From an optimization exercise on the open Yosys and OpenROAD flow, aimed at small area and a short achievable clock period; shortcuts taken in it are not production practice. Power figures rest on the tool's default switching activity, not on a simulated workload.

==> flow/design.v <==
package ldpc_dec_pkg;
  localparam int ZC              = 32;
  localparam int DEC_OUT_LIFTING = 16;
  localparam int BLK_NUM         = 8;
  localparam int WORDS_23        = 4;
  localparam int WORDS_78        = 2;
  localparam logic [2:0] ILS_23 = 3'd1;
  localparam logic [2:0] ILS_78 = 3'd2;
  typedef logic [0:0] ser_state_t;
  localparam ser_state_t ST_IDLE = 1'b0;
  localparam ser_state_t ST_SEND = 1'b1;
endpackage
module ldpc_word_fifo #(
  parameter int WIDTH = 8,
  parameter int DEPTH = 5
) (
  input  logic                    clk,
  input  logic [DEPTH-1:0]        wen,
  input  logic [WIDTH-1:0]        din,
  output logic [DEPTH-1:0][WIDTH-1:0] q
);
  for (genvar i = 0; i < DEPTH; i++) begin : g_slot
    always_ff @(posedge clk) begin
      if (wen[i]) q[i] <= din;
    end
  end
endmodule
module ldpc_dec_out_serializer #(
  parameter int ZC              = ldpc_dec_pkg::ZC,
  parameter int DEC_OUT_LIFTING = ldpc_dec_pkg::DEC_OUT_LIFTING,
  parameter int OUT_W           = 64,
  parameter int FIFO_DEPTH      = 4,
  parameter int WORDS_23        = ldpc_dec_pkg::WORDS_23,
  parameter int WORDS_78        = ldpc_dec_pkg::WORDS_78,
  parameter int BLK_NUM         = ldpc_dec_pkg::BLK_NUM
) (
  input  logic                        clk,
  input  logic                        rst,
  input  logic [2:0]                  iLs,
  input  logic                        dec_valid,
  input  logic [2:0]                  dec_valid_cnt,
  input  logic [ZC*DEC_OUT_LIFTING-1:0] dec_data,
  output logic [OUT_W-1:0]            m_tdata,
  output logic                        m_tvalid,
  input  logic                        m_tready,
  output logic                        m_tlast,
  output logic [2:0]                  m_tuser,
  output logic                        ovf,
  output logic                        mode_err,
  output logic                        blk_done,
  output logic                        done_all
);
  localparam int IN_W  = ZC * DEC_OUT_LIFTING;
  localparam int BEATS = IN_W / OUT_W;
  localparam int BCW   = (BEATS > 1) ? $clog2(BEATS) : 1;
  localparam int MAXW  = (WORDS_23 > WORDS_78) ? WORDS_23 : WORDS_78;
  localparam int WCW   = $clog2(MAXW + 1);
  localparam int EW    = IN_W + 4;
  localparam int NS    = FIFO_DEPTH + 1;
  localparam int BKW   = $clog2(BLK_NUM + 1);
  logic [WCW-1:0]               wcnt;
  logic [WCW-1:0]               words_q;
  logic [WCW-1:0]               words_cur;
  logic                         mode_ok;
  logic                         offer;
  logic                         word_in;
  logic                         word_last;
  logic                         snd;       
  logic [BCW-1:0]               bcnt;      
  logic                         lastb;     
  logic [FIFO_DEPTH-1:0]        qth;       
  logic [NS-1:0]                hd;        
  logic [NS-1:0]                wp;        
  logic [NS-1:0]                wen;       
  logic [NS-1:0]                rsel;      
  logic [BEATS-1:0]             csel;      
  logic [NS-1:0][EW-1:0]        slot;
  logic [BKW-1:0]               blk_cnt;
  logic [OUT_W-1:0]             tdata_h;
  logic [2:0]                   tuser_h;
  logic                         tlast_h;
  logic                         ovf_h, merr_h, done_h;
  logic                         hs, eow, pop, push, full, qne, load;
  logic                         snd_n, lastb_n, done_set;
  logic [BCW-1:0]               bcnt_n;
  logic [FIFO_DEPTH-1:0]        qth_n;
  logic [NS-1:0]                hd_n, wp_n, rsel_n;
  logic [BEATS-1:0]             csel_n;
  logic [OUT_W-1:0]             nxt_data;
  logic [2:0]                   nxt_user;
  logic                         nxt_last;
  always_comb begin
    words_cur = words_q;
    mode_ok   = 1'b1;
    if (wcnt == '0) begin
      mode_ok = 1'b0;
      if (iLs == ldpc_dec_pkg::ILS_23) begin
        words_cur = WCW'(WORDS_23);
        mode_ok   = 1'b1;
      end else if (iLs == ldpc_dec_pkg::ILS_78) begin
        words_cur = WCW'(WORDS_78);
        mode_ok   = 1'b1;
      end
    end
  end
  assign offer     = dec_valid && !done_h;
  assign word_in   = offer && mode_ok;
  assign word_last = (wcnt == words_cur - 1'b1);
  assign hs        = snd && m_tready;
  assign eow       = hs && lastb;
  assign qne       = qth[0];
  assign full      = qth[FIFO_DEPTH-1];
  assign pop       = qne && (!snd || eow);
  assign push      = word_in && (!full || pop);
  assign load      = !snd || hs;
  always_ff @(posedge clk) begin
    if (rst) begin
      wcnt     <= '0;
      words_q  <= '0;
    end else if (word_in) begin
      if (wcnt == '0) words_q <= words_cur;
      wcnt <= word_last ? '0 : wcnt + 1'b1;
    end
  end
  always_ff @(posedge clk) begin
    if (rst) begin
      ovf_h    <= 1'b0;
      merr_h   <= 1'b0;
      ovf      <= 1'b0;
      mode_err <= 1'b0;
    end else begin
      if (word_in && !push) ovf_h <= 1'b1;
      if (offer && !mode_ok) merr_h <= 1'b1;
      ovf      <= ovf_h || (word_in && !push);
      mode_err <= merr_h || (offer && !mode_ok);
    end
  end
  always_comb begin
    snd_n  = snd;
    bcnt_n = bcnt;
    hd_n   = hd;
    if (pop) begin
      snd_n  = 1'b1;
      bcnt_n = '0;
    end else if (eow) begin
      snd_n  = 1'b0;
      bcnt_n = '0;
    end else if (hs) begin
      bcnt_n = bcnt + 1'b1;
    end
    if (eow) hd_n = {hd[NS-2:0], hd[NS-1]};
    lastb_n = snd_n && (bcnt_n == BCW'(BEATS - 1));
    qth_n = qth;
    if (push && !pop)      qth_n = {qth[FIFO_DEPTH-2:0], 1'b1};
    else if (pop && !push) qth_n = {1'b0, qth[FIFO_DEPTH-1:1]};
    wp_n = push ? {wp[NS-2:0], wp[NS-1]} : wp;
    rsel_n = lastb_n ? {hd_n[NS-2:0], hd_n[NS-1]} : hd_n;
    csel_n = '0;
    if (!snd_n || lastb_n) csel_n[0] = 1'b1;
    else                   csel_n[bcnt_n + 1'b1] = 1'b1;
  end
  always_ff @(posedge clk) begin
    if (rst) begin
      snd   <= 1'b0;
      bcnt  <= '0;
      lastb <= 1'b0;
      qth   <= '0;
      hd    <= NS'(1);
      wp    <= NS'(1);
      wen   <= NS'(1);
      rsel  <= NS'(1);
      csel  <= BEATS'(1);
    end else begin
      snd   <= snd_n;
      bcnt  <= bcnt_n;
      lastb <= lastb_n;
      qth   <= qth_n;
      hd    <= hd_n;
      wp    <= wp_n;
      rsel  <= rsel_n;
      csel  <= csel_n;
      wen   <= (qth_n[FIFO_DEPTH-1] && snd_n && !lastb_n) ? '0 : wp_n;
    end
  end
  ldpc_word_fifo #(
    .WIDTH (EW),
    .DEPTH (NS)
  ) u_fifo (
    .clk  (clk),
    .wen  (wen),
    .din  ({dec_data, dec_valid_cnt, word_last}),
    .q    (slot)
  );
  always_comb begin
    nxt_data = '0;
    nxt_user = '0;
    nxt_last = 1'b0;
    for (int i = 0; i < NS; i++) begin
      for (int c = 0; c < BEATS; c++) begin
        nxt_data = nxt_data | ({OUT_W{rsel[i] & csel[c]}} & slot[i][4 + c*OUT_W +: OUT_W]);
      end
      nxt_user = nxt_user | ({3{rsel[i]}} & slot[i][3:1]);
      nxt_last = nxt_last | (rsel[i] & slot[i][0]);
    end
    nxt_last = nxt_last && csel[BEATS-1];
  end
  always_ff @(posedge clk) begin
    if (load) begin
      tdata_h <= nxt_data;
      tlast_h <= nxt_last;
      if (csel[0]) tuser_h <= nxt_user;
    end
  end
  always_ff @(posedge clk) begin
    if (rst) begin
      m_tdata <= '0;
      m_tuser <= '0;
      m_tlast <= 1'b0;
    end else begin
      m_tdata <= load ? nxt_data : tdata_h;
      m_tuser <= (load && csel[0]) ? nxt_user : tuser_h;
      m_tlast <= load ? nxt_last : tlast_h;
    end
  end
  assign done_set = hs && tlast_h && (blk_cnt == BKW'(BLK_NUM - 1));
  always_ff @(posedge clk) begin
    if (rst) begin
      blk_done <= 1'b0;
      done_h   <= 1'b0;
      done_all <= 1'b0;
      blk_cnt  <= '0;
    end else begin
      blk_done <= hs && tlast_h;
      if (hs && tlast_h) blk_cnt <= blk_cnt + 1'b1;
      if (done_set) done_h <= 1'b1;
      done_all <= done_h || done_set;
    end
  end
  assign m_tvalid = snd;
endmodule
make LEC_CHECK=0 CAP_MARGIN=20 CORE_MARGIN=2 CORE_UTILIZATION=55 CTS_CLUSTER_DIAMETER=80 CTS_CLUSTER_SIZE=25 PLACE_DENSITY=0.65 SETUP_SLACK_MARGIN=2.7 SLEW_MARGIN=20 finish   # period 5.0 ns
run.sh (not shown) runs the stock make flow with config.mk's settings and CLKGATE_MAP_FILE= SYNTH_SCRIPT=/design/flow/synth_recipe.tcl, a recipe that flattens the netlist after the stock synthesis.
Change:
Settings changed: CTS_CLUSTER_DIAMETER 80 to 100, CTS_CLUSTER_SIZE 25 to 30.
The changed run ran to the end with no violations.
Synthesized area is unchanged.
Worst hold slack gets better by 0.0041 ns.
Setup slack is worse by 0.048 ns.
Core utilization drops by 0.42 points.
Critical path depth rises by 10.
Clock skew fell by 0.0044 ns.
Cell area fell by 0.65%.
Non-clock buffer count climbs by 17.
Final cell count stays flat.
Function was not checked in any run of this note: the RTL went through the layout flow alone.

---

Setup of rev 12:
ldpc_dec_out_serializer, a different RTL version from the one above (not shown whole).
For scale: about 5300 cells after synthesis, ~98000 um^2 of cells after synthesis.
## ldpc_dec_out_serializer
module ldpc_dec_out_serializer #(
  parameter int ZC              = ldpc_dec_pkg::ZC,
  parameter int DEC_OUT_LIFTING = ldpc_dec_pkg::DEC_OUT_LIFTING,
  parameter int OUT_W           = 64,
  parameter int FIFO_DEPTH      = 4,
  parameter int WORDS_23        = ldpc_dec_pkg::WORDS_23,
  parameter int WORDS_78        = ldpc_dec_pkg::WORDS_78,
  parameter int BLK_NUM         = ldpc_dec_pkg::BLK_NUM
) (
  input  logic                        clk,
  input  logic                        rst,
  input  logic [2:0]                  iLs,
  input  logic                        dec_valid,
  input  logic [2:0]                  dec_valid_cnt,
  input  logic [ZC*DEC_OUT_LIFTING-1:0] dec_data,
  output logic [OUT_W-1:0]            m_tdata,
  output logic                        m_tvalid,
  input  logic                        m_tready,
  output logic                        m_tlast,
  output logic [2:0]                  m_tuser,
  output logic                        ovf,
  output logic                        mode_err,
  output logic                        blk_done,
  output logic                        done_all
);
Settings: LEC_CHECK=0, CAP_MARGIN=20, CORE_MARGIN=2, CORE_UTILIZATION=55, PLACE_DENSITY=0.65, SETUP_SLACK_MARGIN=2.5, SLEW_MARGIN=20; clock period 5.0 ns.
For rev 13, these inputs were changed with respect to rev 12:
- SETUP_SLACK_MARGIN: 2.5 -> 2.0
==> run notes <==
- Rev 13 reports a lower number of gates resized after CTS than rev 12 does.
- Per the comparison of rev 13 with rev 12, shortest clock period the worst path allows after layout now sits higher, number of nets at the end of the flow now sits lower.
- Rev 12 vs rev 13, launch point of the worst path: dec_valid vs csel[1]
- Share of total power consumed by net switching is lower on rev 13
- Summary of rev 13 over rev 12: core utilization fell by 0.28 points; routed wire length has decreased.
- Compared to rev 12, rev 13 has cell area 0.42% lower.
- What rev 12 reported for fmax has to be multiplied by 0.862 to get the figure for rev 13.
- Total number of cells along the worst setup path: rev 13 vs rev 12 down 7
No run of this note included a check of the RTL's function; only the layout flow was run.

[what the ideal ports hide]
The results above use ideal ports. As a check the final layouts listed here were re-extracted and re-timed, cells and wires unchanged.
Step 1 assumes that a clkbuf_16 drives the clock port and a buf_2 every other input.
Step 2, shift: input delay + t, output delay - t, t = (earliest + latest rising clock arrival at the registers) / 2. This alone moves slack from input paths to output paths.
Three values: ideal, step 1, step 2; two values: the first two.
run	t, ns	slack for setup (ns)	worst setup path after step 2	worst data-port slew with drivers (ns)	pins driven straight from the clock port
the first run of note 1	0.907	2.610 / 2.522 / 1.786	input to register	0.21	1
the second run of note 1	0.876	2.562 / 2.528 / 1.755	input to register	0.23	1
rev 12	0.990	2.381 / 2.306 / 1.456	input to register	0.22	1
rev 13	0.987	1.961 / 1.961 / 1.158	input to register	0.24	1
After both steps setup and hold are still met in every run listed. The setup slack of rev 12, which loses most, moves by -0.075 ns with the drivers and by -0.925 ns with both steps.
